Context: an optimization exercise on an open-source flow, tuned for small area, a short achievable clock period and few clock cycles. The choices shown serve that exercise and are no tape-out recipe. Only simulation tests tie the RTL to the original design; equivalence was not proved.

==> design.v <==
package gaps_pkg;
  localparam int NENT = 43;
  localparam logic [1:0] DIR_E = 2'd0;   
  localparam logic [1:0] DIR_S = 2'd1;   
  localparam logic [1:0] DIR_W = 2'd2;   
  localparam logic [1:0] DIR_N = 2'd3;   
  function automatic logic [5:0] step(logic [5:0] c, logic [1:0] d);
    case (d)
      2'd0:    step = {c[5:3], 3'(c[2:0] + 3'd1)};
      2'd1:    step = {3'(c[5:3] + 3'd1), c[2:0]};
      2'd2:    step = {c[5:3], 3'(c[2:0] - 3'd1)};
      default: step = {3'(c[5:3] - 3'd1), c[2:0]};
    endcase
  endfunction
endpackage
module grid_astar_path_search_unit #(
  parameter int GRID_SIDE = 8
) (
  input  logic       clk,
  input  logic       rst_n,
  input  logic       in_valid,
  output logic       in_ready,
  input  logic       in_func,
  input  logic [2:0] in_cell_row,
  input  logic [2:0] in_cell_col,
  input  logic       in_blocked,
  input  logic [2:0] in_start_row,
  input  logic [2:0] in_start_col,
  input  logic [2:0] in_goal_row,
  input  logic [2:0] in_goal_col,
  output logic       out_valid,
  input  logic       out_ready,
  output logic [2:0] out_path_row,
  output logic [2:0] out_path_col,
  output logic       out_found,
  output logic       out_last
);
  localparam int NE = gaps_pkg::NENT;
  typedef enum logic [2:0] {S_IDLE, S_STEP, S_POP, S_UPD, S_TRACE, S_EMIT} state_t;
  state_t      state;
  logic [63:0] wall;
  logic [63:0] sb1;             
  logic [63:0] sb0;             
  logic [1:0]  par [64];        
  logic [5:0]  eid [NE];        
  logic        ecl [NE];        
  logic [5:0]  cnt;
  logic        fb;              
  logic [5:0]  cur, start, goal;
  logic [1:0]  cdir;
  logic [3:0]  pend;
  logic [5:0]  scan;
  logic        wr_v, wr_b;
  logic [5:0]  wr_a;
  logic [5:0]  out_cell;
  logic        out_v, out_f, out_l;
  logic [63:0] cur_oh;
  logic [63:0] n_oh [4];
  logic [63:0] avail, hi;
  logic [5:0]  nb [4];
  logic [3:0]  nlow, app, upd, wrn, nval;
  logic [3:0]  nlcls;
  always_comb begin
    cur_oh = 64'd1 << cur;
    for (int c = 0; c < 64; c++) begin
      n_oh[0][c] = (c % 8 != 0) ? cur_oh[(c + 63) % 64] : 1'b0;
      n_oh[1][c] = (c >= 8)     ? cur_oh[(c + 56) % 64] : 1'b0;
      n_oh[2][c] = (c % 8 != 7) ? cur_oh[(c + 1) % 64]  : 1'b0;
      n_oh[3][c] = (c < 56)     ? cur_oh[(c + 8) % 64]  : 1'b0;
    end
    avail = ~wall & ~sb1 & ~sb0;
    hi    = sb1 & (sb0 ^ {64{fb}});
    for (int d = 0; d < 4; d++) nb[d] = gaps_pkg::step(cur, 2'(d));
    nlow[0] = goal[2:0] > cur[2:0];
    nlow[1] = goal[5:3] > cur[5:3];
    nlow[2] = goal[2:0] < cur[2:0];
    nlow[3] = goal[5:3] < cur[5:3];
    for (int d = 0; d < 4; d++) begin
      app[d]   = |(n_oh[d] & avail);
      upd[d]   = nlow[d] && |(n_oh[d] & hi);
      wrn[d]   = app[d] || upd[d];
      nlcls[d] = nlow[d] ? fb : !fb;
      nval[d]  = app[d] ? nlcls[d] : fb;
    end
  end
  logic [6:0] acmp [4];
  logic [2:0] napp;
  logic [6:0] bank [4];
  logic [3:0] bvld;
  logic [6:0] alast;
  logic       anya;
  logic [1:0] ra;               
  logic [5:0] ida;
  always_comb begin
    napp = '0;
    for (int r = 0; r < 4; r++) acmp[r] = '0;
    anya = 1'b0;
    ra   = '0;
    ida  = '0;
    for (int d = 0; d < 4; d++) begin
      if (app[d]) begin
        acmp[napp[1:0]] = {nb[d], nlcls[d]};
        if (nlow[d] && !anya) begin
          anya = 1'b1;
          ra   = napp[1:0];
          ida  = nb[d];
        end
        napp = 3'(napp + 3'd1);
      end
    end
    alast = acmp[2'(napp[1:0] - 2'd1)];
    for (int b = 0; b < 4; b++) begin
      bank[b] = acmp[2'(2'(b) - cnt[1:0])];
      bvld[b] = {1'b0, 2'(2'(b) - cnt[1:0])} < napp;
    end
  end
  logic [NE-1:0] vld, low, sele, win;
  logic          anye;
  logic [5:0]    pop_id;
  logic [5:0]    rd_idx;
  logic [5:0]    rd_id;
  logic          rd_cl;
  always_comb begin
    for (int i = 0; i < NE; i++) begin
      vld[i] = 6'(i) < cnt;
      win[i] = !vld[i] && (7'(i) < 7'(cnt) + 7'd4);
      low[i] = vld[i] && (ecl[i] == fb);
    end
    anye = |low;
    sele = '0;
    for (int i = NE - 1; i >= 0; i--) if (low[i]) sele = NE'(1) << i;
    pop_id = '0;
    for (int i = 0; i < NE; i++) pop_id = pop_id | (sele[i] ? eid[i] : 6'd0);
    rd_idx = (state == S_UPD) ? scan : 6'(cnt - 6'd1);
    rd_id  = '0;
    rd_cl  = 1'b0;
    for (int i = 0; i < NE; i++) begin
      if (rd_idx == 6'(i)) begin
        rd_id = eid[i];
        rd_cl = ecl[i];
      end
    end
  end
  logic          cnt_nz, s_app, tot_nz;
  logic [1:0]    rs;
  logic [NE-1:0] s_oh;
  logic [6:0]    last_new;
  logic [5:0]    nxt_id;
  logic          nxt_flip;
  always_comb begin
    cnt_nz   = cnt != '0;
    tot_nz   = cnt_nz || (napp != '0);
    s_app    = !anye && (anya || !cnt_nz);
    rs       = anya ? ra : 2'd0;
    nxt_flip = !anye && !anya;
    for (int i = 0; i < NE; i++) begin
      s_oh[i] = anye ? sele[i] : ((i == 0) && !anya && cnt_nz);
      if (s_app && win[i] && (2'(6'(i) - cnt) == rs)) s_oh[i] = 1'b1;
    end
    last_new = (napp != '0) ? alast : {rd_id, rd_cl};
    if (anye)             nxt_id = pop_id;
    else if (anya)        nxt_id = ida;
    else if (cnt_nz)      nxt_id = eid[0];
    else                  nxt_id = acmp[0][6:1];
  end
  logic [3:0] hit;
  always_comb begin
    for (int d = 0; d < 4; d++) hit[d] = pend[d] && (rd_id == nb[d]);
  end
  logic [1:0] pdir;
  logic       at_goal, at_start, gwall;
  assign pdir     = par[cur];
  assign at_goal  = cur == goal;
  assign at_start = cur == start;
  assign gwall    = wall[goal];
  logic trace_step, expand, merged_pop;
  assign trace_step = (state == S_TRACE) || ((state == S_STEP) && at_goal);
  assign expand     = (state == S_STEP) && !at_goal && !gwall;
  assign merged_pop = expand && !(|upd) && tot_nz;
  always_ff @(posedge clk) begin
    if (!rst_n) begin
      wall <= '0;
      wr_v <= 1'b0;
    end else begin
      wr_v <= in_valid && in_ready && (in_func == 1'b0);
      if (wr_v) wall[wr_a] <= wr_b;
    end
    wr_a <= {in_cell_row, in_cell_col};
    wr_b <= in_blocked;
  end
  always_ff @(posedge clk) begin
    for (int c = 0; c < 64; c++) begin
      if (!rst_n || (state == S_IDLE)) begin
        sb1[c] <= 1'b0;
        sb0[c] <= 1'b0;
      end else if (expand) begin
        if (cur_oh[c]) begin
          sb1[c] <= 1'b0;
          sb0[c] <= 1'b1;
        end else if (|{n_oh[3][c] & wrn[3], n_oh[2][c] & wrn[2], n_oh[1][c] & wrn[1],
                       n_oh[0][c] & wrn[0]}) begin
          sb1[c] <= 1'b1;
          sb0[c] <= |{n_oh[3][c] & nval[3], n_oh[2][c] & nval[2], n_oh[1][c] & nval[1],
                      n_oh[0][c] & nval[0]};
        end
      end
    end
  end
  always_ff @(posedge clk) begin
    for (int c = 0; c < 64; c++) begin
      if (expand && (|{n_oh[3][c] & wrn[3], n_oh[2][c] & wrn[2], n_oh[1][c] & wrn[1],
                       n_oh[0][c] & wrn[0]})) begin
        par[c] <= {n_oh[0][c] | n_oh[1][c], n_oh[1][c] | n_oh[3][c]};
      end else if (trace_step && cur_oh[c]) begin
        par[c] <= cdir;
      end
    end
  end
  always_ff @(posedge clk) begin
    for (int i = 0; i < NE; i++) begin
      if (state == S_POP) begin
        if (sele[i] || (!anye && i == 0)) begin
          eid[i] <= rd_id;
          ecl[i] <= rd_cl;
        end
      end else if (expand) begin
        if (merged_pop && s_oh[i]) begin
          eid[i] <= last_new[6:1];
          ecl[i] <= last_new[0];
        end else if (win[i] && bvld[i % 4]) begin
          eid[i] <= bank[i % 4][6:1];
          ecl[i] <= bank[i % 4][0];
        end
      end else if (state == S_UPD) begin
        if ((scan == 6'(i)) && (|hit)) ecl[i] <= fb;
      end
    end
  end
  always_ff @(posedge clk) begin
    if (!rst_n) begin
      state <= S_IDLE;
      out_v <= 1'b0;
      cnt   <= '0;
    end else begin
      unique case (state)
        S_IDLE: begin
          if (in_valid && in_func) begin
            start <= {in_start_row, in_start_col};
            goal  <= {in_goal_row, in_goal_col};
            cur   <= {in_start_row, in_start_col};
            cnt   <= '0;
            fb    <= 1'b0;
            state <= S_STEP;
          end
        end
        S_STEP: begin
          if (at_goal) begin
          end else if (gwall || !(tot_nz || (|upd))) begin
            out_cell <= '0;
            out_f    <= 1'b0;
            out_l    <= 1'b1;
            out_v    <= 1'b1;
            state    <= S_EMIT;
          end else if (|upd) begin
            cnt   <= 6'(cnt + 6'(napp));
            pend  <= upd;
            scan  <= '0;
            state <= S_UPD;
          end else begin
            cnt <= 6'(cnt + 6'(napp) - 6'd1);
            cur <= nxt_id;
            if (nxt_flip) fb <= !fb;
          end
        end
        S_POP: begin
          if (cnt == '0) begin
            out_cell <= '0;
            out_f    <= 1'b0;
            out_l    <= 1'b1;
            out_v    <= 1'b1;
            state    <= S_EMIT;
          end else begin
            cur <= anye ? pop_id : eid[0];
            cnt <= 6'(cnt - 6'd1);
            if (!anye) fb <= !fb;
            state <= S_STEP;
          end
        end
        S_UPD: begin
          pend <= pend & ~hit;
          scan <= 6'(scan + 6'd1);
          if (((pend & ~hit) == '0) || (scan == 6'(NE - 1))) state <= S_POP;
        end
        S_TRACE: begin
        end
        S_EMIT: begin
          if (out_ready) begin
            if (out_l) begin
              out_v <= 1'b0;
              state <= S_IDLE;
            end else begin
              out_cell <= cur;
              out_l    <= cur == goal;
              cur      <= gaps_pkg::step(cur, pdir);
            end
          end
        end
        default: state <= S_IDLE;
      endcase
      if (trace_step) begin
        if (at_start) begin
          out_cell <= cur;
          out_f    <= 1'b1;
          out_l    <= at_goal;
          out_v    <= 1'b1;
          cur      <= gaps_pkg::step(cur, cdir);
          state    <= S_EMIT;
        end else begin
          cur   <= gaps_pkg::step(cur, pdir);
          cdir  <= pdir ^ 2'd2;
          state <= S_TRACE;
        end
      end
    end
  end
  assign in_ready     = (state == S_IDLE);
  assign out_valid    = out_v;
  assign out_path_row = out_cell[5:3];
  assign out_path_col = out_cell[2:0];
  assign out_found    = out_f;
  assign out_last     = out_l;
endmodule
==> run.sh <==
#!/bin/bash
# synth_recipe.tcl (not shown) runs the flow's synth.tcl, then flattens the netlist and writes it again
# the make line also repeats each setting of config.mk as NAME=value (left out here)
make -C /OpenROAD-flow-scripts/flow DESIGN_CONFIG=/design/flow/config.mk WORK_HOME=/design/flow/orfs CLKGATE_MAP_FILE= SYNTH_SCRIPT=/design/flow/synth_recipe.tcl finish
==> config.mk <==
export PLATFORM = sky130hd
export DESIGN_NAME = grid_astar_path_search_unit
export DESIGN_NICKNAME = grid_astar_path_search_unit
export VERILOG_FILES = /design/flow/design.v
export SDC_FILE = /design/flow/constraint.sdc
export NUM_CORES = 4
export LEC_CHECK = 0
export ABC_AREA = 1
export CAP_MARGIN = 20
export CORE_MARGIN = 2
export CORE_UTILIZATION = 40
export SLEW_MARGIN = 20
==> constraint.sdc <==
create_clock -name core_clock -period 8.0 [get_ports {clk}]
set_input_delay 1.6000 -clock core_clock [delete_from_list [all_inputs] [get_ports {clk}]]
set_output_delay 1.6000 -clock core_clock [all_outputs]
set_load 0.01 [all_outputs]
==> run notes, run 1 <==
outcome complete, no violations; mux cell area share after synthesis 0%; Max Fclk 0.129 GHz; nature of the critical path endpoint flop; Die X 362 um; average instance area after synthesis 7.07 sq um; largest net degree at the start of global routing 148; Post-DRT Antenna Nets 0; CTS Sinks 678; routed len/inst 35.6 um; Critical Path Start Type flop; register bit total from synthesis 678; Max FO, Critical Path 20; max_cap viols 0; final hold slack 0.484 ns; cell mode on critical path nand2_1; Post-Syn Nets 7326; worst hold path type flop to flop; crit share post-route 96.8%; Crit Path Category flop to flop; final WL 325000 um; ranking of synthesized cells by area edfxtp_1 (27%), nand2_1 (10%), dfxtp_1 (8.2%); main combinational cell family by area after synthesis compound AO/OA/AOI/OAI gates; clk buf depth 3; slowest CP cell a221oi_1; 1st-pass router iterations 6; global-route wire length before repair 447000 um; area share of the largest cell type after synthesis 27.4%; CP peak stage delay 0.89 ns; die area 131000 sq um; Post-CTS Setup Bufs 0; TNS Setup 0 ns; Starting Density 40.2%; crit-path cells ha_1 > ha_1 > nand2_1 > nor2_1 > buf_4 > nand2_1 > nand2_1 > a221oi_1 > o2111ai_1 > nor4_1 > nand4_1 > nand2_1 > inv_1 > nor2_4 > inv_2 > buf_4 > nand2_1 > o31ai_1 > a21oi_1 > o21ai_0; vias in the first global route 57000; Commonest cells post-synth nand2_1 (1373), inv_1 (849), nor2_1 (825); Reg clk slew, reported paths 0.06 ns; Slew headroom 16.1%; post-route setup slack 0.260 ns; Root Buffer clkbuf_16; total CTS buffers 87; Buffers on Ports 33; Cell variety after synth 78; Synth Area in Simple Gates 24.4%; Tightest Pin Transition 1.25 ns; area added between synthesis and finish 14.8%; vias 61300; xor/xnor share of the synthesized area 0.581%; DRC violations left 0; Detailed Place HPWL 243000 um; Synth Area in Adders 1.36%; H-tree levels 3; antenna violations before repair 11; CP arrival 8.16 ns; Die Ht 362 um; Tot GR Track Use 48.0%; io pins 34; share of layout cells above drive strength 1 11.4%; Nets 7460; Yosys warning count 8; initial DRC count 9501; crit path time final 7.74 ns; Most used DFF post-synth edfxtp_1; grt total ovfl 0; Synth Instances 7247; global placer's final weighted congestion 1.14; ys async rst share 0%; Yosys top cell by area edfxtp_1; post-layout util 46.2%; area of the mapped netlist 51200 sq um; count leader, synth nand2_1; Synth Area in Compound Gates 27.7%; fillcell total 13200; Max Slew Vio Count 0; Hold-fix buffers, CTS 0; Hold Fails Final Rpt 0; clock latency on the worst-skew pair 0.75 ns; Core ar. 127000 sq um; unrepaired setup endpoints after global routing no; Crit path required time 8.42 ns; sequential share of the synthesized area 35.6%; drt via density 6.73; clock skew 0.0489 ns; Place WS 0.858 ns; Post-synth EDFFs 467; final setup fails 0; cts repair resizes 0; Core Rows 131; CTS tree done
-- state kept, by name (all words and copies together) (netlist names), 6 cells and up --
| signal | cells |
|---|---|
| wall | 64 |
| eid | 258 |
| wr_a | 6 |
| cur | 6 |
| sb0 | 64 |
| sb1 | 64 |
| ecl | 43 |
| out_cell | 6 |
| scan | 6 |
| par | 128 |
| goal | 6 |
| start | 6 |
| cnt | 6 |
-- worst max-delay path, delay by kind of cell, from the launching register on --
family,cells,cell delay [ns]
adders and majority gates,2,0.65
and+or+nand+nor,9,2.47
AOI/OAI and AO/OA,5,2.27
buffers and inverters,4,1.30
DFF,1,0.71
-- final timing paths --
path	from	to	slack [ns]	depth (start not counted)
setup / recovery	cur[0]$_DFFE_PP_	par[60][1]$_DFFE_PP_	0.26	20
hold / removal	sb1[9]$_SDFFE_PP0P_	sb1[9]$_SDFFE_PP0P_	0.48	2
setup reg to reg	cur[0]$_DFFE_PP_	par[60][1]$_DFFE_PP_	0.26	20
hold reg to reg	sb1[9]$_SDFFE_PP0P_	sb1[9]$_SDFFE_PP0P_	0.48	2
-- layout make-up --
class	instances	area (sq um)	area share [%]
Tap cell	1662	2080	3.54
Clock buffer	115	2450	4.16
Multi-Input combinational cell	5192	28000	47.6
Sequential cell	678	18200	31.0
Inverter	978	3690	6.28
Timing Repair Buffer	444	3880	6.59
Clock inverter	46	474	0.806
Antenna cell	6	15.0	0.0255
-- layout by cell type, fill, tap and decap left out, types with 16 or more instances in the layout --
master,instances
nand2_1,1365
inv_1,841
nor2_1,817
o21ai_0,604
edfxtp_1,467
a21oi_1,411
buf_4,374
o221ai_1,305
o22ai_1,249
nand3_1,238
dfxtp_1,211
nor3_1,200
a221oi_1,125
nand4_1,123
inv_2,102
o211ai_1,102
clkbuf_16,92
ha_1,54
a22oi_1,52
nor4_1,52
o2111ai_1,47
or2_2,46
clkinv_1,37
buf_12,35
nor2_2,33
clkdlybuf4s50_1,33
a211oi_1,31
o31ai_1,25
a22o_1,24
a31oi_1,22
a21oi_2,20
a2111oi_0,18
o21ai_1,18
a311oi_1,18
clkinv_2,17
clkbuf_1,17
nand2_2,16
-- logic make-up (layout without fill, tap and decap cells) --
| logic type | Yosys count | after routing |
|---|---|---|
| compound gates | 2170 | 2170 |
| xor+xnor | 31 | 31 |
| fa+ha+maj | 55 | 55 |
| buf+inv | 1377 | 1583 |
| flops | 678 | 678 |
| other cells | 0 | 6 |
| simple gates | 2936 | 2936 |
-- metal layers --
metal  vias up  share of wire (%)  global-route usage (%)  wire length (um)
met5         -              0.024                       0                79
met4        10                 12                    44.3             37800
met3      1397                 11                    12.1             35300
met2      4661                 43                    74.5            140000
met1     29200                 34                    54.2            111000
li1      26100                  -                       -                 -
-- metrics by stage --
step	cells	cell area (sq um)
after detailed placement	8953	55900
after CTS	9114	58800
after floorplan	7247	51200
final	9121	58800
after global routing	9115	58800
after global placement	8952	55800
Testbench counts, summed over its fixed seeds: cycles 7,537.
==> run 2, diff against run 1 <==
--- a/design.v
+++ b/design.v
@@ -41,7 +41,7 @@
   logic [63:0] wall;
   logic [63:0] sb1;             
   logic [63:0] sb0;             
-  logic [1:0]  par [64];        
+  logic [63:0] par1, par0;      
   logic [5:0]  eid [NE];        
   logic        ecl [NE];        
   logic [5:0]  cnt;
@@ -54,30 +54,60 @@
   logic [5:0]  wr_a;
   logic [5:0]  out_cell;
   logic        out_v, out_f, out_l;
-  logic [63:0] cur_oh;
-  logic [63:0] n_oh [4];
+  logic [7:0]  rsel, csel, hE, hW, vS, vN;
   logic [63:0] avail, hi;
+  logic [7:0]  av_r, av_s, av_n, hi_r, hi_s, hi_n;
+  logic [7:0]  p1_r, p1_s, p1_n, p0_r, p0_s, p0_n;
+  logic [1:0]  pnb [4];         
   logic [5:0]  nb [4];
   logic [3:0]  nlow, app, upd, wrn, nval;
   logic [3:0]  nlcls;
   always_comb begin
-    cur_oh = 64'd1 << cur;
-    for (int c = 0; c < 64; c++) begin
-      n_oh[0][c] = (c % 8 != 0) ? cur_oh[(c + 63) % 64] : 1'b0;
-      n_oh[1][c] = (c >= 8)     ? cur_oh[(c + 56) % 64] : 1'b0;
-      n_oh[2][c] = (c % 8 != 7) ? cur_oh[(c + 1) % 64]  : 1'b0;
-      n_oh[3][c] = (c < 56)     ? cur_oh[(c + 8) % 64]  : 1'b0;
-    end
+    rsel = 8'd1 << cur[5:3];
+    csel = 8'd1 << cur[2:0];
+    hE   = {csel[6:0], 1'b0};
+    hW   = {1'b0, csel[7:1]};
+    vS   = {rsel[6:0], 1'b0};
+    vN   = {1'b0, rsel[7:1]};
     avail = ~wall & ~sb1 & ~sb0;
     hi    = sb1 & (sb0 ^ {64{fb}});
+    av_r = '0; av_s = '0; av_n = '0;
+    hi_r = '0; hi_s = '0; hi_n = '0;
+    p1_r = '0; p1_s = '0; p1_n = '0;
+    p0_r = '0; p0_s = '0; p0_n = '0;
+    for (int r = 0; r < 8; r++) begin
+      av_r = av_r | ({8{rsel[r]}} & avail[r*8 +: 8]);
+      av_s = av_s | ({8{vS[r]}}   & avail[r*8 +: 8]);
+      av_n = av_n | ({8{vN[r]}}   & avail[r*8 +: 8]);
+      hi_r = hi_r | ({8{rsel[r]}} & hi[r*8 +: 8]);
+      hi_s = hi_s | ({8{vS[r]}}   & hi[r*8 +: 8]);
+      hi_n = hi_n | ({8{vN[r]}}   & hi[r*8 +: 8]);
+      p1_r = p1_r | ({8{rsel[r]}} & par1[r*8 +: 8]);
+      p1_s = p1_s | ({8{vS[r]}}   & par1[r*8 +: 8]);
+      p1_n = p1_n | ({8{vN[r]}}   & par1[r*8 +: 8]);
+      p0_r = p0_r | ({8{rsel[r]}} & par0[r*8 +: 8]);
+      p0_s = p0_s | ({8{vS[r]}}   & par0[r*8 +: 8]);
+      p0_n = p0_n | ({8{vN[r]}}   & par0[r*8 +: 8]);
+    end
+    app[0] = |(av_r & hE);
+    app[1] = |(av_s & csel);
+    app[2] = |(av_r & hW);
+    app[3] = |(av_n & csel);
+    upd[0] = |(hi_r & hE);
+    upd[1] = |(hi_s & csel);
+    upd[2] = |(hi_r & hW);
+    upd[3] = |(hi_n & csel);
+    pnb[0] = {|(p1_r & hE), |(p0_r & hE)};
+    pnb[1] = {|(p1_s & csel), |(p0_s & csel)};
+    pnb[2] = {|(p1_r & hW), |(p0_r & hW)};
+    pnb[3] = {|(p1_n & csel), |(p0_n & csel)};
     for (int d = 0; d < 4; d++) nb[d] = gaps_pkg::step(cur, 2'(d));
     nlow[0] = goal[2:0] > cur[2:0];
     nlow[1] = goal[5:3] > cur[5:3];
     nlow[2] = goal[2:0] < cur[2:0];
     nlow[3] = goal[5:3] < cur[5:3];
     for (int d = 0; d < 4; d++) begin
-      app[d]   = |(n_oh[d] & avail);
-      upd[d]   = nlow[d] && |(n_oh[d] & hi);
+      upd[d]   = upd[d] && nlow[d];
       wrn[d]   = app[d] || upd[d];
       nlcls[d] = nlow[d] ? fb : !fb;
       nval[d]  = app[d] ? nlcls[d] : fb;
@@ -167,16 +197,32 @@
   always_comb begin
     for (int d = 0; d < 4; d++) hit[d] = pend[d] && (rd_id == nb[d]);
   end
-  logic [1:0] pdir;
-  logic       at_goal, at_start, gwall;
-  assign pdir     = par[cur];
+  logic [1:0] pa, pb;
+  logic [5:0] tb_cell, tc_cell;
+  logic       at_goal, at_start, b_start, gwall;
+  assign pa = {|(p1_r & csel), |(p0_r & csel)};
+  assign tb_cell  = gaps_pkg::step(cur, pa);
+  assign pb       = pnb[pa];
+  assign tc_cell  = gaps_pkg::step(tb_cell, pb);
   assign at_goal  = cur == goal;
   assign at_start = cur == start;
+  assign b_start  = tb_cell == start;
   assign gwall    = wall[goal];
   logic trace_step, expand, merged_pop;
   assign trace_step = (state == S_TRACE) || ((state == S_STEP) && at_goal);
   assign expand     = (state == S_STEP) && !at_goal && !gwall;
   assign merged_pop = expand && !(|upd) && tot_nz;
+  logic [3:0] pw;
+  logic [7:0] hwr, vwr, hval, vval;
+  always_comb begin
+    for (int d = 0; d < 4; d++) begin
+      pw[d] = expand ? wrn[d] : (trace_step && !at_start && (pa == 2'(d)));
+    end
+    hwr  = (hE & {8{pw[0]}}) | (hW & {8{pw[2]}});
+    vwr  = (vS & {8{pw[1]}}) | (vN & {8{pw[3]}});
+    hval = (hE & {8{nval[0]}}) | (hW & {8{nval[2]}});
+    vval = (vS & {8{nval[1]}}) | (vN & {8{nval[3]}});
+  end
   always_ff @(posedge clk) begin
     if (!rst_n) begin
       wall <= '0;
@@ -188,32 +234,40 @@
     wr_a <= {in_cell_row, in_cell_col};
     wr_b <= in_blocked;
   end
+  logic [7:0] nwr_r [8];
+  logic [7:0] nv_r [8];
+  logic [7:0] np1_r [8];
+  logic [7:0] np0_r [8];
+  logic [7:0] cur_r [8];
+  always_comb begin
+    for (int r = 0; r < 8; r++) begin
+      nwr_r[r] = ({8{rsel[r]}} & hwr) | ({8{vwr[r]}} & csel);
+      nv_r[r]  = ({8{rsel[r]}} & hval) | ({8{vval[r]}} & csel);
+      np1_r[r] = ({8{rsel[r]}} & hE) | ({8{vS[r]}} & csel);
+      np0_r[r] = {8{vwr[r]}} & csel;
+      cur_r[r] = {8{rsel[r]}} & csel;
+    end
+  end
   always_ff @(posedge clk) begin
-    for (int c = 0; c < 64; c++) begin
-      if (!rst_n || (state == S_IDLE)) begin
-        sb1[c] <= 1'b0;
-        sb0[c] <= 1'b0;
+    for (int r = 0; r < 8; r++) begin
+      if (!rst_n || (state == S_IDLE) || (state == S_EMIT)) begin
+        sb1[r*8 +: 8] <= '0;
+        sb0[r*8 +: 8] <= '0;
       end else if (expand) begin
-        if (cur_oh[c]) begin
-          sb1[c] <= 1'b0;
-          sb0[c] <= 1'b1;
-        end else if (|{n_oh[3][c] & wrn[3], n_oh[2][c] & wrn[2], n_oh[1][c] & wrn[1],
-                       n_oh[0][c] & wrn[0]}) begin
-          sb1[c] <= 1'b1;
-          sb0[c] <= |{n_oh[3][c] & nval[3], n_oh[2][c] & nval[2], n_oh[1][c] & nval[1],
-                      n_oh[0][c] & nval[0]};
-        end
+        sb1[r*8 +: 8] <= (sb1[r*8 +: 8] & ~cur_r[r] & ~nwr_r[r]) | (nwr_r[r] & ~cur_r[r]);
+        sb0[r*8 +: 8] <= (sb0[r*8 +: 8] & ~cur_r[r] & ~nwr_r[r]) | cur_r[r] |
+                         (nwr_r[r] & nv_r[r] & ~cur_r[r]);
       end
     end
   end
   always_ff @(posedge clk) begin
-    for (int c = 0; c < 64; c++) begin
-      if (expand && (|{n_oh[3][c] & wrn[3], n_oh[2][c] & wrn[2], n_oh[1][c] & wrn[1],
-                       n_oh[0][c] & wrn[0]})) begin
-        par[c] <= {n_oh[0][c] | n_oh[1][c], n_oh[1][c] | n_oh[3][c]};
-      end else if (trace_step && cur_oh[c]) begin
-        par[c] <= cdir;
-      end
+    for (int r = 0; r < 8; r++) begin
+      par1[r*8 +: 8] <= (par1[r*8 +: 8] & ~nwr_r[r] & ~({8{trace_step}} & cur_r[r])) |
+                        (nwr_r[r] & np1_r[r]) |
+                        ({8{trace_step & cdir[1]}} & cur_r[r] & ~nwr_r[r]);
+      par0[r*8 +: 8] <= (par0[r*8 +: 8] & ~nwr_r[r] & ~({8{trace_step}} & cur_r[r])) |
+                        (nwr_r[r] & np0_r[r]) |
+                        ({8{trace_step & cdir[0]}} & cur_r[r] & ~nwr_r[r]);
     end
   end
   always_ff @(posedge clk) begin
@@ -244,14 +298,6 @@
     end else begin
       unique case (state)
         S_IDLE: begin
-          if (in_valid && in_func) begin
-            start <= {in_start_row, in_start_col};
-            goal  <= {in_goal_row, in_goal_col};
-            cur   <= {in_start_row, in_start_col};
-            cnt   <= '0;
-            fb    <= 1'b0;
-            state <= S_STEP;
-          end
         end
         S_STEP: begin
           if (at_goal) begin
@@ -301,12 +347,20 @@
             end else begin
               out_cell <= cur;
               out_l    <= cur == goal;
-              cur      <= gaps_pkg::step(cur, pdir);
+              cur      <= gaps_pkg::step(cur, pa);
             end
           end
         end
         default: state <= S_IDLE;
       endcase
+      if (in_valid && in_ready && in_func) begin
+        start <= {in_start_row, in_start_col};
+        goal  <= {in_goal_row, in_goal_col};
+        cur   <= {in_start_row, in_start_col};
+        cnt   <= '0;
+        fb    <= 1'b0;
+        state <= S_STEP;
+      end
       if (trace_step) begin
         if (at_start) begin
           out_cell <= cur;
@@ -315,15 +369,21 @@
           out_v    <= 1'b1;
           cur      <= gaps_pkg::step(cur, cdir);
           state    <= S_EMIT;
+        end else if (b_start) begin
+          out_cell <= tb_cell;
+          out_f    <= 1'b1;
+          out_l    <= 1'b0;
+          out_v    <= 1'b1;
+          state    <= S_EMIT;
         end else begin
-          cur   <= gaps_pkg::step(cur, pdir);
-          cdir  <= pdir ^ 2'd2;
+          cur   <= tc_cell;
+          cdir  <= pb ^ 2'd2;
           state <= S_TRACE;
         end
       end
     end
   end
-  assign in_ready     = (state == S_IDLE);
+  assign in_ready     = (state == S_IDLE) || (out_v && out_l && out_ready);
   assign out_valid    = out_v;
   assign out_path_row = out_cell[5:3];
   assign out_path_col = out_cell[2:0];
--- a/config.mk
+++ b/config.mk
@@ -8,5 +8,6 @@
 export ABC_AREA = 1
 export CAP_MARGIN = 20
 export CORE_MARGIN = 2
-export CORE_UTILIZATION = 40
+export CORE_UTILIZATION = 65
+export SETUP_SLACK_MARGIN = 3.5
 export SLEW_MARGIN = 20
==> run notes, run 2 <==
global-route wire length before repair 552000 um; H-tree levels 3; Log Error [ERROR GRT-0116] Global routing finished with congestion. Check the congestion regions in the DRC Viewer.; Yosys warning count 12; sequential share of the synthesized area 32.3%; register bit total from synthesis 678; global placer's final weighted congestion 1.28; Synth Instances 7790; clk buf depth 3; Tot GR Track Use 88.2%; vias in the first global route 80900; main combinational cell family by area after synthesis compound AO/OA/AOI/OAI gates; ys async rst share 0%; Commonest cells post-synth nand2_1 (1722), inv_1 (936), nor2_1 (826); total CTS buffers 77; Hold-fix buffers, CTS 0; Synth Area in Compound Gates 27.7%; Synth Area in Simple Gates 26.7%; Root Buffer clkbuf_16; count leader, synth nand2_1; CTS Sinks 678; Post-synth EDFFs 340; grt total ovfl 951; Synth Area in Adders 1.52%; xor/xnor share of the synthesized area 0.816%; Die X 288 um; Buffers on Ports 33; step where the flow halted 5_1_grt; ranking of synthesized cells by area edfxtp_1 (19%), dfxtp_1 (13%), nand2_1 (12%); mux cell area share after synthesis 0.0190%; average instance area after synthesis 6.75 sq um; Post-Syn Nets 7876; Yosys top cell by area edfxtp_1; dpl cells 8652; Core Rows 104; Cell variety after synth 80; io pins 34; outcome stopped before the end; area of the mapped netlist 52600 sq um; Most used DFF post-synth edfxtp_1; largest net degree at the start of global routing 187; Detailed Place HPWL 202000 um; Die Ht 288 um; area share of the largest cell type after synthesis 19.4%; Starting Density 65.5%
## run 2: cell count changes after synthesis, moves of 37 or more
| cell | change |
|---|---|
| inv_1 | +87 |
| a21oi_1 | +49 |
| o21ai_0 | -158 |
| nor3_1 | -44 |
| o22ai_1 | +43 |
| a22oi_1 | -37 |
| nand2_1 | +349 |
| dfxtp_1 | +127 |
| o221ai_1 | +61 |
| nand3_1 | +82 |
| edfxtp_1 | -127 |
## run 2: repair_timing
action | CTS
gates resized for setup | 1551
buffers inserted | 432
pin swaps | 320
gates cloned | 72
endpoints found under the setup margin | 908
hold endpoints to repair | 0
## run 2: cells by family after synthesis
| kind of cell | after synthesis |
|---|---|
| multiplexers | 1 |
| flip-flops | 678 |
| XOR/XNOR | 43 |
| AO/OA/AOI/OAI | 2203 |
| adder cells (fa/ha/maj) | 62 |
| AND/OR/NAND/NOR | 3327 |
| buffers and inverters | 1476 |
## run 2: per-layer routing
metal,global-route usage [%],overflow
met1,90.4,133
met2,96.4,356
met3,81.2,129
met4,80.8,317
met5,67.5,16
## run 2: worst max path at each step
| stage | start | end | cells after the start |
|---|---|---|---|
| after global placement | cnt[0]$_SDFFE_PP0P_ | ecl[3]$_DFFE_PP_ | 37 |
| after CTS | cnt[0]$_SDFFE_PP0P_ | ecl[36]$_DFFE_PP_ | 41 |
| after detailed placement | cnt[0]$_SDFFE_PP0P_ | ecl[3]$_DFFE_PP_ | 37 |
| after floorplan | cur[3]$_DFFE_PP_ | ecl[42]$_DFFE_PP_ | 38 |
## run 2: through the flow
step           setup WS, ns  cell area (sq um)
2_1_floorplan          2.81              53000
3_3_place_gp          0.238              54700
3_5_place_dp          0.340              54700
4_1_cts                2.38              69400
Testbench counts of run 2, summed over its fixed seeds: cycles 6,816.
==> run 3, diff against run 2 <==
--- a/design.v
+++ b/design.v
@@ -4,12 +4,22 @@
   localparam logic [1:0] DIR_S = 2'd1;   
   localparam logic [1:0] DIR_W = 2'd2;   
   localparam logic [1:0] DIR_N = 2'd3;   
+  function automatic logic [2:0] inc3(logic [2:0] x);
+    inc3 = {x[2] ^ (x[1] & x[0]), x[1] ^ x[0], ~x[0]};
+  endfunction
+  function automatic logic [2:0] dec3(logic [2:0] x);
+    dec3 = {x[2] ^ (~x[1] & ~x[0]), ~(x[1] ^ x[0]), ~x[0]};
+  endfunction
+  function automatic logic gt3(logic [2:0] a, logic [2:0] b);
+    gt3 = (a[2] & ~b[2]) |
+          (~(a[2] ^ b[2]) & ((a[1] & ~b[1]) | (~(a[1] ^ b[1]) & a[0] & ~b[0])));
+  endfunction
   function automatic logic [5:0] step(logic [5:0] c, logic [1:0] d);
     case (d)
-      2'd0:    step = {c[5:3], 3'(c[2:0] + 3'd1)};
-      2'd1:    step = {3'(c[5:3] + 3'd1), c[2:0]};
-      2'd2:    step = {c[5:3], 3'(c[2:0] - 3'd1)};
-      default: step = {3'(c[5:3] - 3'd1), c[2:0]};
+      2'd0:    step = {c[5:3], inc3(c[2:0])};
+      2'd1:    step = {inc3(c[5:3]), c[2:0]};
+      2'd2:    step = {c[5:3], dec3(c[2:0])};
+      default: step = {dec3(c[5:3]), c[2:0]};
     endcase
   endfunction
 endpackage
@@ -58,6 +68,10 @@
   logic [63:0] avail, hi;
   logic [7:0]  av_r, av_s, av_n, hi_r, hi_s, hi_n;
   logic [7:0]  p1_r, p1_s, p1_n, p0_r, p0_s, p0_n;
+  logic [7:0]  acol [8];
+  logic [7:0]  hcol [8];
+  logic [7:0]  p1col [8];
+  logic [7:0]  p0col [8];
   logic [1:0]  pnb [4];         
   logic [5:0]  nb [4];
   logic [3:0]  nlow, app, upd, wrn, nval;
@@ -71,23 +85,25 @@
     vN   = {1'b0, rsel[7:1]};
     avail = ~wall & ~sb1 & ~sb0;
     hi    = sb1 & (sb0 ^ {64{fb}});
-    av_r = '0; av_s = '0; av_n = '0;
-    hi_r = '0; hi_s = '0; hi_n = '0;
-    p1_r = '0; p1_s = '0; p1_n = '0;
-    p0_r = '0; p0_s = '0; p0_n = '0;
-    for (int r = 0; r < 8; r++) begin
-      av_r = av_r | ({8{rsel[r]}} & avail[r*8 +: 8]);
-      av_s = av_s | ({8{vS[r]}}   & avail[r*8 +: 8]);
-      av_n = av_n | ({8{vN[r]}}   & avail[r*8 +: 8]);
-      hi_r = hi_r | ({8{rsel[r]}} & hi[r*8 +: 8]);
-      hi_s = hi_s | ({8{vS[r]}}   & hi[r*8 +: 8]);
-      hi_n = hi_n | ({8{vN[r]}}   & hi[r*8 +: 8]);
-      p1_r = p1_r | ({8{rsel[r]}} & par1[r*8 +: 8]);
-      p1_s = p1_s | ({8{vS[r]}}   & par1[r*8 +: 8]);
-      p1_n = p1_n | ({8{vN[r]}}   & par1[r*8 +: 8]);
-      p0_r = p0_r | ({8{rsel[r]}} & par0[r*8 +: 8]);
-      p0_s = p0_s | ({8{vS[r]}}   & par0[r*8 +: 8]);
-      p0_n = p0_n | ({8{vN[r]}}   & par0[r*8 +: 8]);
+    for (int k = 0; k < 8; k++) begin
+      for (int r = 0; r < 8; r++) begin
+        acol[k][r]  = avail[r*8+k];
+        hcol[k][r]  = hi[r*8+k];
+        p1col[k][r] = par1[r*8+k];
+        p0col[k][r] = par0[r*8+k];
+      end
+      av_r[k] = |(rsel & acol[k]);
+      av_s[k] = |(vS & acol[k]);
+      av_n[k] = |(vN & acol[k]);
+      hi_r[k] = |(rsel & hcol[k]);
+      hi_s[k] = |(vS & hcol[k]);
+      hi_n[k] = |(vN & hcol[k]);
+      p1_r[k] = |(rsel & p1col[k]);
+      p1_s[k] = |(vS & p1col[k]);
+      p1_n[k] = |(vN & p1col[k]);
+      p0_r[k] = |(rsel & p0col[k]);
+      p0_s[k] = |(vS & p0col[k]);
+      p0_n[k] = |(vN & p0col[k]);
     end
     app[0] = |(av_r & hE);
     app[1] = |(av_s & csel);
@@ -102,10 +118,10 @@
     pnb[2] = {|(p1_r & hW), |(p0_r & hW)};
     pnb[3] = {|(p1_n & csel), |(p0_n & csel)};
     for (int d = 0; d < 4; d++) nb[d] = gaps_pkg::step(cur, 2'(d));
-    nlow[0] = goal[2:0] > cur[2:0];
-    nlow[1] = goal[5:3] > cur[5:3];
-    nlow[2] = goal[2:0] < cur[2:0];
-    nlow[3] = goal[5:3] < cur[5:3];
+    nlow[0] = gaps_pkg::gt3(goal[2:0], cur[2:0]);
+    nlow[1] = gaps_pkg::gt3(goal[5:3], cur[5:3]);
+    nlow[2] = gaps_pkg::gt3(cur[2:0], goal[2:0]);
+    nlow[3] = gaps_pkg::gt3(cur[5:3], goal[5:3]);
     for (int d = 0; d < 4; d++) begin
       upd[d]   = upd[d] && nlow[d];
       wrn[d]   = app[d] || upd[d];
@@ -113,85 +129,119 @@
       nval[d]  = app[d] ? nlcls[d] : fb;
     end
   end
-  logic [6:0] acmp [4];
+  logic [5:0] acmp0;            
   logic [2:0] napp;
   logic [6:0] bank [4];
   logic [3:0] bvld;
   logic [6:0] alast;
   logic       anya;
-  logic [1:0] ra;               
   logic [5:0] ida;
+  logic [1:0] pfx [4];          
+  logic [3:0] bsel [4];         
+  logic [3:0] flow;             
+  logic [3:0] isl;              
+  logic [3:0] sbank;            
+  logic [1:0] c2;
+  logic [1:0] boff [4];
   always_comb begin
-    napp = '0;
-    for (int r = 0; r < 4; r++) acmp[r] = '0;
-    anya = 1'b0;
-    ra   = '0;
-    ida  = '0;
+    c2      = cnt[1:0];
+    for (int b = 0; b < 4; b++) boff[b] = 2'(2'(b) - c2);    
+    pfx[0]  = 2'd0;
+    pfx[1]  = {1'b0, app[0]};
+    pfx[2]  = {app[0] & app[1], app[0] ^ app[1]};
+    pfx[3]  = {(app[0] & app[1]) | (app[2] & (app[0] | app[1])), app[0] ^ app[1] ^ app[2]};
+    napp    = 3'({1'b0, pfx[3]} + {2'b0, app[3]});
     for (int d = 0; d < 4; d++) begin
-      if (app[d]) begin
-        acmp[napp[1:0]] = {nb[d], nlcls[d]};
-        if (nlow[d] && !anya) begin
-          anya = 1'b1;
-          ra   = napp[1:0];
-          ida  = nb[d];
-        end
-        napp = 3'(napp + 3'd1);
-      end
+      for (int b = 0; b < 4; b++) bsel[d][b] = app[d] && (pfx[d] == boff[b]);
     end
-    alast = acmp[2'(napp[1:0] - 2'd1)];
+    flow[0] = app[0] & nlow[0];
+    flow[1] = app[1] & nlow[1] & ~(app[0] & nlow[0]);
+    flow[2] = app[2] & nlow[2] & ~(app[0] & nlow[0]) & ~(app[1] & nlow[1]);
+    flow[3] = app[3] & nlow[3] & ~(app[0] & nlow[0]) & ~(app[1] & nlow[1]) & ~(app[2] & nlow[2]);
+    anya    = |(app & nlow);
+    isl[3]  = app[3];
+    isl[2]  = app[2] & ~app[3];
+    isl[1]  = app[1] & ~app[2] & ~app[3];
+    isl[0]  = app[0] & ~app[1] & ~app[2] & ~app[3];
+    ida     = '0;
+    alast   = '0;
     for (int b = 0; b < 4; b++) begin
-      bank[b] = acmp[2'(2'(b) - cnt[1:0])];
-      bvld[b] = {1'b0, 2'(2'(b) - cnt[1:0])} < napp;
+      bank[b]  = '0;
+      bvld[b]  = 1'b0;
+      sbank[b] = 1'b0;
     end
+    for (int d = 0; d < 4; d++) begin
+      ida   = ida | ({6{flow[d]}} & nb[d]);
+      alast = alast | ({7{isl[d]}} & {nb[d], nlcls[d]});
+      for (int b = 0; b < 4; b++) begin
+        bank[b]  = bank[b] | ({7{bsel[d][b]}} & {nb[d], nlcls[d]});
+        bvld[b]  = bvld[b] | bsel[d][b];
+        sbank[b] = sbank[b] | (bsel[d][b] & (anya ? flow[d] : (pfx[d] == 2'd0)));
+      end
+    end
+    acmp0 = {6{app[0]}} & nb[0] | {6{app[1] & ~app[0]}} & nb[1] |
+            {6{app[2] & ~app[1] & ~app[0]}} & nb[2] | {6{app[3] & ~app[2] & ~app[1] & ~app[0]}} & nb[3];
   end
-  logic [NE-1:0] vld, low, sele, win;
+  logic [NE-1:0] vld, low, sele, win, pre, lowpre, rd_oh, eclv;
+  logic [NE-1:0] eidb [6];
   logic          anye;
   logic [5:0]    pop_id;
-  logic [5:0]    rd_idx;
+  logic [NE:0]   cnt_oh;
+  logic [NE-1:0] sfx;
   logic [5:0]    rd_id;
   logic          rd_cl;
   always_comb begin
+    for (int i = 0; i <= NE; i++) cnt_oh[i] = cnt == 6'(i);
+    sfx = cnt_oh[NE:1];
+    for (int l = 0; (1 << l) < NE; l++) begin
+      for (int i = 0; i < NE; i++) begin
+        if ((((NE - 1 - i) >> l) % 2 == 1)) sfx[i] = sfx[i] | sfx[NE - (((NE - 1 - i) >> l) << l)];
+      end
+    end
+    vld = sfx;
     for (int i = 0; i < NE; i++) begin
-      vld[i] = 6'(i) < cnt;
-      win[i] = !vld[i] && (7'(i) < 7'(cnt) + 7'd4);
+      win[i] = cnt_oh[i] | ((i >= 1) ? cnt_oh[(i + NE) % (NE + 1)] : 1'b0) |
+               ((i >= 2) ? cnt_oh[(i + NE - 1) % (NE + 1)] : 1'b0) |
+               ((i >= 3) ? cnt_oh[(i + NE - 2) % (NE + 1)] : 1'b0);
       low[i] = vld[i] && (ecl[i] == fb);
     end
     anye = |low;
-    sele = '0;
-    for (int i = NE - 1; i >= 0; i--) if (low[i]) sele = NE'(1) << i;
-    pop_id = '0;
-    for (int i = 0; i < NE; i++) pop_id = pop_id | (sele[i] ? eid[i] : 6'd0);
-    rd_idx = (state == S_UPD) ? scan : 6'(cnt - 6'd1);
-    rd_id  = '0;
-    rd_cl  = 1'b0;
-    for (int i = 0; i < NE; i++) begin
-      if (rd_idx == 6'(i)) begin
-        rd_id = eid[i];
-        rd_cl = ecl[i];
+    pre = low;
+    for (int l = 0; (1 << l) < NE; l++) begin
+      for (int i = 0; i < NE; i++) begin
+        if ((i >> l) % 2 == 1) pre[i] = pre[i] | pre[((i >> l) << l) - 1];
       end
     end
+    lowpre = {pre[NE-2:0], 1'b0};
+    sele   = low & ~lowpre;
+    for (int i = 0; i < NE; i++) rd_oh[i] = (state == S_UPD) ? (scan == 6'(i)) : cnt_oh[i+1];
+    for (int b = 0; b < 6; b++) begin
+      for (int i = 0; i < NE; i++) eidb[b][i] = eid[i][b];
+      pop_id[b] = |(sele & eidb[b]);
+      rd_id[b]  = |(rd_oh & eidb[b]);
+    end
+    for (int i = 0; i < NE; i++) eclv[i] = ecl[i];
+    rd_cl = |(rd_oh & eclv);
   end
   logic          cnt_nz, s_app, tot_nz;
-  logic [1:0]    rs;
   logic [NE-1:0] s_oh;
   logic [6:0]    last_new;
   logic [5:0]    nxt_id;
   logic          nxt_flip;
   always_comb begin
-    cnt_nz   = cnt != '0;
-    tot_nz   = cnt_nz || (napp != '0);
+    cnt_nz   = !cnt_oh[0];
+    tot_nz   = cnt_nz || (|app);
     s_app    = !anye && (anya || !cnt_nz);
-    rs       = anya ? ra : 2'd0;
     nxt_flip = !anye && !anya;
     for (int i = 0; i < NE; i++) begin
       s_oh[i] = anye ? sele[i] : ((i == 0) && !anya && cnt_nz);
-      if (s_app && win[i] && (2'(6'(i) - cnt) == rs)) s_oh[i] = 1'b1;
+      if (s_app && win[i] && sbank[i % 4]) s_oh[i] = 1'b1;
     end
-    last_new = (napp != '0) ? alast : {rd_id, rd_cl};
+    last_new = (|app) ? alast : {rd_id, rd_cl};
     if (anye)             nxt_id = pop_id;
     else if (anya)        nxt_id = ida;
     else if (cnt_nz)      nxt_id = eid[0];
-    else                  nxt_id = acmp[0][6:1];
+    else                  nxt_id = acmp0;
   end
   logic [3:0] hit;
   always_comb begin
@@ -286,7 +336,7 @@
           ecl[i] <= bank[i % 4][0];
         end
       end else if (state == S_UPD) begin
-        if ((scan == 6'(i)) && (|hit)) ecl[i] <= fb;
+        if (rd_oh[i] && (|hit)) ecl[i] <= fb;
       end
     end
   end
--- a/config.mk
+++ b/config.mk
@@ -8,6 +8,6 @@
 export ABC_AREA = 1
 export CAP_MARGIN = 20
 export CORE_MARGIN = 2
-export CORE_UTILIZATION = 65
+export CORE_UTILIZATION = 55
 export SETUP_SLACK_MARGIN = 3.5
 export SLEW_MARGIN = 20
==> run notes, run 3 <==
Cell variety after synth 77; Log Error [ERROR GRT-0116] Global routing finished with congestion. Check the congestion regions in the DRC Viewer.; total CTS buffers 81; register bit total from synthesis 678; io pins 34; Most used DFF post-synth edfxtp_1; Post-synth EDFFs 340; dpl cells 9594; largest net degree at the start of global routing 169; outcome stopped before the end; Post-Syn Nets 8701; area share of the largest cell type after synthesis 18.7%; Commonest cells post-synth nand2_1 (2478), nor2_1 (823), inv_1 (814); Place WS 1.08 ns; grt total ovfl 5; Core Rows 115; Detailed Place HPWL 210000 um; ys async rst share 0%; vias in the first global route 69800; H-tree levels 3; area of the mapped netlist 54500 sq um; Synth Instances 8625; Die Ht 319 um; Root Buffer clkbuf_16; step where the flow halted 5_1_grt; Buffers on Ports 33; CTS Sinks 678; Tot GR Track Use 67.1%; sequential share of the synthesized area 31.1%; clk buf depth 3; global-route wire length before repair 499000 um; Die X 319 um; Yosys top cell by area edfxtp_1; count leader, synth nand2_1; Starting Density 55.5%; Yosys warning count 19; average instance area after synthesis 6.32 sq um; global placer's final weighted congestion 1.17; ranking of synthesized cells by area edfxtp_1 (19%), nand2_1 (17%), dfxtp_1 (12%)
run 3: cell count changes after synthesis, sizes merged, moves of 66 or more:
cell    before   now
o221ai     366    38
o211ai     128    62
nand3      331   498
buf        143   224
a21oi      481   414
inv       1019   836
a221oi     125    38
o21ai      520  1005
nand2     1736  2553
run 3: kinds of logic after synthesis:
| family | Yosys count | share of synthesized area [%] |
|---|---|---|
| xor+xnor | 76 | 1.22 |
| flops | 678 | 31.1 |
| simple gates | 4344 | 33.6 |
| compound gates | 2089 | 22.4 |
| buf+inv | 1386 | 10.4 |
| fa+ha+maj | 52 | 1.23 |
run 3: worst max path at each step:
stage          slack [ns]                    to                start
2_1_floorplan        3.51  eid[31][0]$_DFFE_PP_     cur[3]$_DFFE_PP_
3_3_place_gp         1.16   eid[2][2]$_DFFE_PP_  cnt[0]$_SDFFE_PP0P_
3_5_place_dp         1.08   eid[2][2]$_DFFE_PP_  cnt[0]$_SDFFE_PP0P_
4_1_cts              3.15  eid[33][5]$_DFFE_PP_     cur[4]$_DFFE_PP_
run 3: per-stage QoR:
step / instance area, sq um
CTS: 67300
detailed placement: 56100
global placement: 56000
floorplan: 54900
run 3: repair_timing:
item                                     CTS
endpoints found under the setup margin   902
hold buffers                               0
pin swaps                                208
gates cloned                              66
buffers inserted                         346
resized for setup                       1128
run 3: routing by layer:
layer | track usage, % | GRT overflow
met5 | 8.46 | 0
met4 | 65.6 | 4
met3 | 42.8 | 0
met2 | 87.4 | 1
met1 | 71.2 | 0
Testbench counts of run 3, summed over its fixed seeds: cycles 6,816.
==> run 4, diff against run 3 <==
--- a/design.v
+++ b/design.v
@@ -65,6 +65,7 @@
   logic [5:0]  out_cell;
   logic        out_v, out_f, out_l;
   logic [7:0]  rsel, csel, hE, hW, vS, vN;
+  logic [7:0]  gcgt, grgt, gclt, grlt;
   logic [63:0] avail, hi;
   logic [7:0]  av_r, av_s, av_n, hi_r, hi_s, hi_n;
   logic [7:0]  p1_r, p1_s, p1_n, p0_r, p0_s, p0_n;
@@ -77,8 +78,12 @@
   logic [3:0]  nlow, app, upd, wrn, nval;
   logic [3:0]  nlcls;
   always_comb begin
-    rsel = 8'd1 << cur[5:3];
-    csel = 8'd1 << cur[2:0];
+    for (int r = 0; r < 8; r++) begin
+      gcgt[r] = goal[2:0] > 3'(r);
+      grgt[r] = goal[5:3] > 3'(r);
+      gclt[r] = goal[2:0] < 3'(r);
+      grlt[r] = goal[5:3] < 3'(r);
+    end
     hE   = {csel[6:0], 1'b0};
     hW   = {1'b0, csel[7:1]};
     vS   = {rsel[6:0], 1'b0};
@@ -118,10 +123,10 @@
     pnb[2] = {|(p1_r & hW), |(p0_r & hW)};
     pnb[3] = {|(p1_n & csel), |(p0_n & csel)};
     for (int d = 0; d < 4; d++) nb[d] = gaps_pkg::step(cur, 2'(d));
-    nlow[0] = gaps_pkg::gt3(goal[2:0], cur[2:0]);
-    nlow[1] = gaps_pkg::gt3(goal[5:3], cur[5:3]);
-    nlow[2] = gaps_pkg::gt3(cur[2:0], goal[2:0]);
-    nlow[3] = gaps_pkg::gt3(cur[5:3], goal[5:3]);
+    nlow[0] = |(csel & gcgt);
+    nlow[1] = |(rsel & grgt);
+    nlow[2] = |(csel & gclt);
+    nlow[3] = |(rsel & grlt);
     for (int d = 0; d < 4; d++) begin
       upd[d]   = upd[d] && nlow[d];
       wrn[d]   = app[d] || upd[d];
@@ -136,23 +141,29 @@
   logic [6:0] alast;
   logic       anya;
   logic [5:0] ida;
-  logic [1:0] pfx [4];          
+  logic [3:0] rk [4];           
+  logic [3:0] bo [4];
   logic [3:0] bsel [4];         
   logic [3:0] flow;             
   logic [3:0] isl;              
   logic [3:0] sbank;            
   logic [1:0] c2;
-  logic [1:0] boff [4];
   always_comb begin
     c2      = cnt[1:0];
-    for (int b = 0; b < 4; b++) boff[b] = 2'(2'(b) - c2);    
-    pfx[0]  = 2'd0;
-    pfx[1]  = {1'b0, app[0]};
-    pfx[2]  = {app[0] & app[1], app[0] ^ app[1]};
-    pfx[3]  = {(app[0] & app[1]) | (app[2] & (app[0] | app[1])), app[0] ^ app[1] ^ app[2]};
-    napp    = 3'({1'b0, pfx[3]} + {2'b0, app[3]});
+    for (int b = 0; b < 4; b++) begin
+      for (int r = 0; r < 4; r++) bo[b][r] = c2 == 2'(b - r);
+    end
+    rk[0] = {3'b000, app[0]};
+    rk[1] = {2'b00, app[1] & app[0], app[1] & ~app[0]};
+    rk[2] = {1'b0, app[2] & app[1] & app[0], app[2] & (app[1] ? ~app[0] : app[0]),
+             app[2] & ~app[1] & ~app[0]};
+    rk[3] = {app[3] & app[2] & app[1] & app[0],
+             app[3] & (app[2] ? (app[1] ? ~app[0] : app[0]) : (app[1] & app[0])),
+             app[3] & (app[2] ? (~app[1] & ~app[0]) : (app[1] ? ~app[0] : app[0])),
+             app[3] & ~app[2] & ~app[1] & ~app[0]};
+    napp    = 3'(app[0] + app[1] + app[2] + app[3]);
     for (int d = 0; d < 4; d++) begin
-      for (int b = 0; b < 4; b++) bsel[d][b] = app[d] && (pfx[d] == boff[b]);
+      for (int b = 0; b < 4; b++) bsel[d][b] = |(rk[d] & bo[b]);
     end
     flow[0] = app[0] & nlow[0];
     flow[1] = app[1] & nlow[1] & ~(app[0] & nlow[0]);
@@ -176,7 +187,7 @@
       for (int b = 0; b < 4; b++) begin
         bank[b]  = bank[b] | ({7{bsel[d][b]}} & {nb[d], nlcls[d]});
         bvld[b]  = bvld[b] | bsel[d][b];
-        sbank[b] = sbank[b] | (bsel[d][b] & (anya ? flow[d] : (pfx[d] == 2'd0)));
+        sbank[b] = sbank[b] | (bsel[d][b] & (anya ? flow[d] : rk[d][0]));
       end
     end
     acmp0 = {6{app[0]}} & nb[0] | {6{app[1] & ~app[0]}} & nb[1] |
@@ -203,9 +214,8 @@
       win[i] = cnt_oh[i] | ((i >= 1) ? cnt_oh[(i + NE) % (NE + 1)] : 1'b0) |
                ((i >= 2) ? cnt_oh[(i + NE - 1) % (NE + 1)] : 1'b0) |
                ((i >= 3) ? cnt_oh[(i + NE - 2) % (NE + 1)] : 1'b0);
-      low[i] = vld[i] && (ecl[i] == fb);
+      low[i] = ecl[i] == fb;    
     end
-    anye = |low;
     pre = low;
     for (int l = 0; (1 << l) < NE; l++) begin
       for (int i = 0; i < NE; i++) begin
@@ -213,7 +223,8 @@
       end
     end
     lowpre = {pre[NE-2:0], 1'b0};
-    sele   = low & ~lowpre;
+    sele   = low & ~lowpre & vld;
+    anye   = |sele;
     for (int i = 0; i < NE; i++) rd_oh[i] = (state == S_UPD) ? (scan == 6'(i)) : cnt_oh[i+1];
     for (int b = 0; b < 6; b++) begin
       for (int i = 0; i < NE; i++) eidb[b][i] = eid[i][b];
@@ -248,15 +259,15 @@
     for (int d = 0; d < 4; d++) hit[d] = pend[d] && (rd_id == nb[d]);
   end
   logic [1:0] pa, pb;
-  logic [5:0] tb_cell, tc_cell;
-  logic       at_goal, at_start, b_start, gwall;
+  logic [5:0] tb_cell, tc_cell, sec_s;
+  logic       at_goal, at_start, b_start, gwall;    
   assign pa = {|(p1_r & csel), |(p0_r & csel)};
   assign tb_cell  = gaps_pkg::step(cur, pa);
   assign pb       = pnb[pa];
   assign tc_cell  = gaps_pkg::step(tb_cell, pb);
-  assign at_goal  = cur == goal;
   assign at_start = cur == start;
   assign b_start  = tb_cell == start;
+  assign sec_s    = gaps_pkg::step(cur, cdir);
   assign gwall    = wall[goal];
   logic trace_step, expand, merged_pop;
   assign trace_step = (state == S_TRACE) || ((state == S_STEP) && at_goal);
@@ -340,6 +351,44 @@
       end
     end
   end
+  logic [5:0] cur_n, goal_n;
+  always_comb begin
+    cur_n = cur;
+    unique case (state)
+      S_STEP: if (!at_goal && !gwall && tot_nz && !(|upd)) cur_n = nxt_id;
+      S_POP:  if (!cnt_oh[0]) cur_n = anye ? pop_id : eid[0];
+      S_EMIT: if (!(out_v && out_ready && out_l) && (!out_v || out_ready)) cur_n = gaps_pkg::step(cur, pa);
+      default: cur_n = cur;
+    endcase
+    goal_n = goal;
+    if (in_valid && in_ready && in_func) begin
+      cur_n  = {in_start_row, in_start_col};
+      goal_n = {in_goal_row, in_goal_col};
+    end
+    if (trace_step) begin
+      if ((at_start || b_start) && at_goal) begin
+        cur_n = cur;
+      end else if (at_start || b_start) begin
+        if (!out_v || out_ready) begin
+          cur_n = at_start ? gaps_pkg::step(sec_s, pnb[cdir]) : gaps_pkg::step(cur, cdir);
+        end else begin
+          cur_n = at_start ? sec_s : cur;
+        end
+      end else begin
+        cur_n = tc_cell;
+      end
+    end
+  end
+  always_ff @(posedge clk) begin
+    if (rst_n) begin
+      cur     <= cur_n;
+      at_goal <= cur_n == goal_n;
+      for (int r = 0; r < 8; r++) begin
+        rsel[r] <= cur_n[5:3] == 3'(r);
+        csel[r] <= cur_n[2:0] == 3'(r);
+      end
+    end
+  end
   always_ff @(posedge clk) begin
     if (!rst_n) begin
       state <= S_IDLE;
@@ -364,7 +413,6 @@
             state <= S_UPD;
           end else begin
             cnt <= 6'(cnt + 6'(napp) - 6'd1);
-            cur <= nxt_id;
             if (nxt_flip) fb <= !fb;
           end
         end
@@ -376,7 +424,6 @@
             out_v    <= 1'b1;
             state    <= S_EMIT;
           end else begin
-            cur <= anye ? pop_id : eid[0];
             cnt <= 6'(cnt - 6'd1);
             if (!anye) fb <= !fb;
             state <= S_STEP;
@@ -388,17 +435,16 @@
           if (((pend & ~hit) == '0) || (scan == 6'(NE - 1))) state <= S_POP;
         end
         S_TRACE: begin
+          if (out_v && out_ready) out_v <= 1'b0;
         end
         S_EMIT: begin
-          if (out_ready) begin
-            if (out_l) begin
-              out_v <= 1'b0;
-              state <= S_IDLE;
-            end else begin
-              out_cell <= cur;
-              out_l    <= cur == goal;
-              cur      <= gaps_pkg::step(cur, pa);
-            end
+          if (out_v && out_ready && out_l) begin
+            out_v <= 1'b0;
+            state <= S_IDLE;
+          end else if (!out_v || out_ready) begin
+            out_cell <= cur;
+            out_l    <= cur == goal;
+            out_v    <= 1'b1;
           end
         end
         default: state <= S_IDLE;
@@ -406,27 +452,37 @@
       if (in_valid && in_ready && in_func) begin
         start <= {in_start_row, in_start_col};
         goal  <= {in_goal_row, in_goal_col};
-        cur   <= {in_start_row, in_start_col};
         cnt   <= '0;
         fb    <= 1'b0;
         state <= S_STEP;
       end
       if (trace_step) begin
-        if (at_start) begin
+        if (at_start && at_goal) begin
           out_cell <= cur;
           out_f    <= 1'b1;
-          out_l    <= at_goal;
+          out_l    <= 1'b1;
           out_v    <= 1'b1;
-          cur      <= gaps_pkg::step(cur, cdir);
           state    <= S_EMIT;
-        end else if (b_start) begin
+        end else if (b_start && at_goal) begin
           out_cell <= tb_cell;
           out_f    <= 1'b1;
           out_l    <= 1'b0;
           out_v    <= 1'b1;
           state    <= S_EMIT;
+        end else if (at_start || b_start) begin
+          if (!out_v || out_ready) begin
+            out_cell <= at_start ? sec_s : cur;
+            out_l    <= at_start && (sec_s == goal);
+            out_v    <= 1'b1;
+          end
+          state <= S_EMIT;
         end else begin
-          cur   <= tc_cell;
+          if (at_goal) begin
+            out_cell <= start;
+            out_f    <= 1'b1;
+            out_l    <= 1'b0;
+            out_v    <= 1'b1;
+          end
           cdir  <= pb ^ 2'd2;
           state <= S_TRACE;
         end
--- a/config.mk
+++ b/config.mk
@@ -8,6 +8,6 @@
 export ABC_AREA = 1
 export CAP_MARGIN = 20
 export CORE_MARGIN = 2
-export CORE_UTILIZATION = 55
-export SETUP_SLACK_MARGIN = 3.5
+export CORE_UTILIZATION = 40
+export SETUP_SLACK_MARGIN = 4
 export SLEW_MARGIN = 20
==> run notes, run 4 <==
Post-Syn Nets 9641; final WL 394000 um; crit share post-route 59.1%; vias 79100; Tot GR Track Use 49.5%; io pins 34; Synth Area in Simple Gates 41.1%; ranking of synthesized cells by area nand2_1 (21%), edfxtp_1 (18%), dfxtp_1 (12%); unrepaired setup endpoints after global routing yes; crit path time final 4.73 ns; largest net degree at the start of global routing 82; Crit Path Category flop to flop; area added between synthesis and finish 40.9%; xor/xnor share of the synthesized area 1.40%; clock latency on the worst-skew pair 0.77 ns; worst hold path type flop to flop; register bit total from synthesis 695; commonest non-fill, non-tap cell in the layout nand2_1; Max Fclk 0.212 GHz; Crit path required time 8.44 ns; routed len/inst 32.4 um; DRC violations left 0; register area 17500 sq um; total CTS buffers 92; grt total ovfl 0; Critical Path Start Type flop; Slew headroom 10.2%; global-route wire length before repair 526000 um; Synth Instances 9584; mux cell area share after synthesis 0%; ys async rst share 0%; nature of the critical path endpoint flop; vias in the first global route 70100; Largest Register eid; Detailed Place HPWL 244000 um; commonest non-fill, non-tap cells in the layout nand2_1 (2710), nor2_1 (836), inv_1 (628); clock skew 0.0382 ns; outcome complete, no violations; max_cap viols 0; Cell variety after synth 75; main combinational cell family by area after synthesis simple AND/OR/NAND/NOR gates; Max Slew Vio Count 0; initial DRC count 12600; post-layout util 57.0%; Die X 386 um; CTS tree done; average instance area after synthesis 6.07 sq um; drt via density 6.51; Hold Fails Final Rpt 0; Die Ht 386 um; TNS Setup 0 ns; fillcell total 13700; Nets 10200; Root Buffer clkbuf_16; area of the mapped netlist 58200 sq um; Synth Area in Adders 0.748%; share of layout cells above drive strength 1 29.2%; flip-flop count of the largest register after layout 258; global placer's final weighted congestion 1.08; sequential share of the synthesized area 30.0%; Post-DRT Antenna Nets 0; CTS Sinks 695; count leader, synth nand2_1; Yosys top cell by area nand2_1; Yosys warning count 19; Max FO, Critical Path 6; Core ar. 144000 sq um; multi-input logic area 44400 sq um; Buffers on Ports 33; die area 149000 sq um; antenna violations before repair 18; Commonest cells post-synth nand2_1 (3273), nor2_1 (1049), nand3_1 (822); 1st-pass router iterations 9; area share of the largest cell type after synthesis 21.1%; Post-synth EDFFs 357; final setup fails 0; Core Rows 139; Tightest Pin Transition 1.35 ns; Synth Area in Compound Gates 17.0%; H-tree levels 3; Reg clk slew, reported paths 0.06 ns; Starting Density 40.4%; Most used DFF post-synth edfxtp_1; CP arrival 5.17 ns; clk buf depth 3
-- run 4: final timing paths --
kind                                            start                    end  slack, ns  cells after the start
worst min register to register  wall[43]$_SDFFE_PN0P_  wall[43]$_SDFFE_PN0P_       0.48                      2
worst max register to register    cnt[0]$_SDFFE_PP0P_   eid[12][1]$_DFFE_PP_       3.27                     25
worst min-delay path            wall[43]$_SDFFE_PN0P_  wall[43]$_SDFFE_PN0P_       0.48                      2
worst max-delay path              cnt[0]$_SDFFE_PP0P_   eid[12][1]$_DFFE_PP_       3.27                     25
-- run 4: layout make-up --
cell class	instances	area share (%)
multi-input combinational	7613	54.2
clock inverter	51	0.799
antenna	17	0.0519
inverter	791	4.11
timing repair inverter	5	0.0839
clock buffer	119	3.05
timing repair buffer	953	13.5
sequential	695	21.4
tap	1903	2.90
-- run 4: critical path, stage by stage, from the launching register on --
cell and delay, ns:
dfxtp_4 0.41, inv_6 0.06, ha_4 0.19, buf_12 0.15, o211ai_1 0.36, nand2_4 0.19
buf_4 0.19, clkinvlp_4 0.28, nand3_4 0.20, nand3_2 0.16, nand2_1 0.11, nor2_1 0.10
nand2_1 0.09, nor2_4 0.37, nand3_4 0.14, buf_12 0.19, clkinv_16 0.09, buf_12 0.12
nand2_8 0.14, a21oi_2 0.16, nand2_1 0.07, nand2_2 0.11, nand2_4 0.10, nand3_2 0.08
nand3_2 0.12, inv_4 0.18
-- run 4: repair_timing --
item                        CTS  global route
gates cloned                 72            26
setup endpoints to repair   919           867
hold buffers                  0             0
setup buffers               404           275
pin swaps                   326           420
resized for setup          1617          1330
-- run 4: kinds of logic (layout without fill, tap and decap cells) --
group,Yosys count,count (layout)
buf+inv,1311,1919
other cells,0,17
simple gates,5678,5712
fa+ha+maj,33,33
xor+xnor,88,88
compound gates,1779,1780
flops,695,695
-- run 4: routing by layer --
layer | up-vias | GRT usage, % | routed length [um]
li1 | 33300 | - | -
met3 | 2252 | 16.2 | 53700
met1 | 36800 | 57.2 | 132000
met5 | - | 0 | 75
met2 | 6707 | 71.8 | 159000
met4 | 12 | 46.9 | 49100
-- run 4: stage by stage --
stage / hold slack (ns) / setup WS, ns / area, sq um / std cells
5_1_grt: 0.506 / 3.31 / 82000 / 12100
2_1_floorplan: 0.450 / 4.08 / 58200 / 9584
3_5_place_dp: 0.473 / 1.25 / 60200 / 11200
6_report: 0.480 / 3.27 / 82000 / 12100
3_3_place_gp: 0.462 / 1.27 / 60200 / 11200
4_1_cts: 0.481 / 3.56 / 74000 / 11800
Testbench counts of run 4, summed over its fixed seeds: cycles 6,672.

[afterwards: timing with drivers on the ports]
The flow's constraints put no driver on any port. The routed layouts listed below were extracted and timed again, unchanged, in two steps. Step 1 sets driving cells, clkbuf_16 on the clock port and buf_2 on the other inputs (assumed; they add their load-dependent delay and slew). Step 2 also shifts input and output timing later by t, the mid clock arrival at the registers, as if the neighbouring blocks saw the same clock. Slacks: ideal / step 1 / step 2; pairs: ideal / step 1.
run	t, ns	slack for setup (ns)	pins driven straight from the clock port
run 1	0.803	0.260 / 0.260 / 0.260	1
run 4	0.839	3.272 / 3.272 / 3.272	1
After both steps every run listed still meets setup and hold.
